From an optimization exercise on the open Yosys and OpenROAD flow, aimed at small area; shortcuts taken in it are not production practice.
The RTL was checked by simulation tests, not by an equivalence proof against the original design.

## north
// sad_min_search
module sad_min_search #(
   parameter int PIX_W = 8,
   parameter int LANES = 32,
   parameter int BEATS = 32,
   parameter int IDX_W = 16,
   localparam int SAD_W = PIX_W + $clog2(LANES * BEATS)
) (
   input  logic                   Bus2IP_Clk,
   input  logic                   Bus2IP_Reset,
   input  logic                   clr,
   input  logic                   in_valid,
   input  logic [PIX_W*LANES-1:0] in_face,
   input  logic [PIX_W*LANES-1:0] in_group,
   output logic                   sad_valid,
   output logic [SAD_W-1:0]       sad_out,
   output logic [IDX_W-1:0]       sad_idx,
   output logic                   best_valid,
   output logic [SAD_W-1:0]       best_sad,
   output logic [IDX_W-1:0]       best_idx
);
   localparam int CNT_W = (BEATS > 1) ? $clog2(BEATS) : 1;
   localparam int NR1   = 60;
   logic kill;
   assign kill = clr | Bus2IP_Reset;
   logic [CNT_W-1:0] cnt_q;
   logic             v1_q, f1_q, l1_q, d2_q, d3_q;
   logic [NR1-1:0]   r1_q;
   logic [SAD_W-1:0] acc_q, accg, hold_q, sum_a, sum_b;
   logic             sad_valid_q, best_valid_q;
   logic [IDX_W-1:0] cand_q, best_idx_q;
   logic [SAD_W-1:0] best_sad_q;
   logic             take;
   assign accg = f1_q ? '0 : acc_q;
   logic l0_d1;
   logic l0_c2;
   logic l0_s3;
   logic l0_c4;
   logic l0_s5;
   logic l0_c6;
   logic l0_s7;
   logic l0_c8;
   logic l0_s9;
   logic l0_c10;
   logic l0_s11;
   logic l0_c12;
   logic l0_s13;
   logic l0_c14;
   logic l0_s15;
   logic l0_c16;
   logic l0_x17;
   logic l0_x18;
   logic l0_x19;
   logic l0_x20;
   logic l0_x21;
   logic l0_x22;
   logic l0_x23;
   logic l0_k24;
   logic l1_d25;
   logic l1_c26;
   logic l1_s27;
   logic l1_c28;
   logic l1_s29;
   logic l1_c30;
   logic l1_s31;
   logic l1_c32;
   logic l1_s33;
   logic l1_c34;
   logic l1_s35;
   logic l1_c36;
   logic l1_s37;
   logic l1_c38;
   logic l1_s39;
   logic l1_c40;
   logic l1_x41;
   logic l1_x42;
   logic l1_x43;
   logic l1_x44;
   logic l1_x45;
   logic l1_x46;
   logic l1_x47;
   logic l1_k48;
   logic l2_d49;
   logic l2_c50;
   logic l2_s51;
   logic l2_c52;
   logic l2_s53;
   logic l2_c54;
  ...
==> flow/config.mk <==
export PLATFORM = sky130hd
export DESIGN_NAME = sad_min_search
export DESIGN_NICKNAME = sad_min_search
export VERILOG_FILES = /design/flow/design.v
export SDC_FILE = /design/flow/constraint.sdc
export NUM_CORES = 4
export LEC_CHECK = 0
export CAP_MARGIN = 20
export CORE_MARGIN = 2
export CORE_UTILIZATION = 40
export CTS_BUF_LIST = sky130_fd_sc_hd__clkbuf_4 sky130_fd_sc_hd__clkbuf_8
export GPL_TIMING_DRIVEN = 0
export PLACE_DENSITY = 0.6
export SLEW_MARGIN = 20
export SYNTH_HIERARCHICAL = 1
export SYNTH_MINIMUM_KEEP_SIZE = 0
==> flow/constraint.sdc <==
create_clock -name core_clock -period 7.0 [get_ports {Bus2IP_Clk}]
set_input_delay 1.4000 -clock core_clock [delete_from_list [all_inputs] [get_ports {Bus2IP_Clk}]]
set_output_delay 1.4000 -clock core_clock [all_outputs]
set_load 0.01 [all_outputs]
standard.sh (not shown) runs the stock make flow with config.mk's settings and CLKGATE_MAP_FILE= SYNTH_SCRIPT=/design/flow/synth_recipe.tcl, a recipe that flattens the netlist after the stock synthesis.
==> flow/flow/run.sh <==
#!/bin/bash
# The standard layout, with two changes: the port buffers that buffer_ports
# inserts are the smallest plain buffer instead of the tool's default pick,
# and clock tree synthesis adds no dummy loads.
set -euo pipefail
bash standard.sh \
  BUFFER_PORTS_ARGS="-buffer_cell sky130_fd_sc_hd__buf_1" \
  CTS_ARGS="-sink_clustering_enable -repair_clock_nets -dont_use_dummy_load -buf_list {sky130_fd_sc_hd__clkbuf_4 sky130_fd_sc_hd__clkbuf_8}" \
  finish > make_finish.log 2>&1
north went all the way through the flow, and no timing, DRC or antenna check failed.
What south does differently from north at the input level:
- removing GPL_TIMING_DRIVEN (formerly 0)
==> flow/flow/run.sh <==
#!/bin/bash
# The standard layout, with the port buffers that buffer_ports inserts set
# to the smallest plain buffer instead of the tool's default pick.
set -euo pipefail
bash standard.sh BUFFER_PORTS_ARGS="-buffer_cell sky130_fd_sc_hd__buf_1" finish > make_finish.log 2>&1
### Flow results
- Post-layout worst setup margin: higher on south
- Against north, south reports a wire length that is higher.
- Delta (south minus north): final weighted congestion of routability-driven global placement moved down; total routing resource utilization after global routing moved up; post-route non-filler standard cell count moved up.
Here is what was changed in the inputs of east compared with south.
- setting GPL_TIMING_DRIVEN to 0 for the first time
==> flow/flow/run.sh <==
#!/bin/bash
# The standard layout, with two changes: the port buffers that buffer_ports
# inserts are the smallest plain buffer instead of the tool's default pick,
# and clock tree synthesis adds no dummy loads.
set -euo pipefail
bash standard.sh \
  BUFFER_PORTS_ARGS="-buffer_cell sky130_fd_sc_hd__buf_1" \
  CTS_ARGS="-sink_clustering_enable -repair_clock_nets -dont_use_dummy_load -buf_list sky130_fd_sc_hd__clkbuf_8" \
  finish > make_finish.log 2>&1
[summary]
- [compare] base=south new=east: clock transition at the registers of the reported paths now smaller; area of the multi-input gates now larger.
- Per the comparison of east with south, wire length shrank by 1.5 mm, worst hold slack shrank by 13 ps, average via count per standard cell held steady.
- Global routing met3 resource utilization for east: 0.61 points down relative to south

-- what the ideal ports hide --
The flow's constraints put no driver on any port. The routed layouts listed below were extracted and timed again, unchanged, in two steps.
Step 1 (the two cells are an assumption about what drives the block):
set clk [get_ports {Bus2IP_Clk}]
set_driving_cell -lib_cell sky130_fd_sc_hd__clkbuf_16 $clk
set_driving_cell -lib_cell sky130_fd_sc_hd__buf_2 [delete_from_list [all_inputs] $clk]
Step 2 moves the port delays by t, midway between the first and last clock arrival at a register: inputs arrive t later, outputs are due t later. That takes back most of the time a late clock gives input paths.
a / b / c = ideal ports / drivers / drivers and shift; a / b = the first two.
| run | shift t [ns] | setup WS [ns] | worst setup path at the end |
|---|---|---|---|
| north | 0.460 | 0.119 / 0.101 / -0.359 | input to register |
| south | 0.488 | 0.305 / 0.319 / -0.169 | input to register |
| east | 0.460 | 0.119 / 0.101 / -0.359 | input to register |
Met with ideal ports but missed after step 2: setup timing in every run listed.
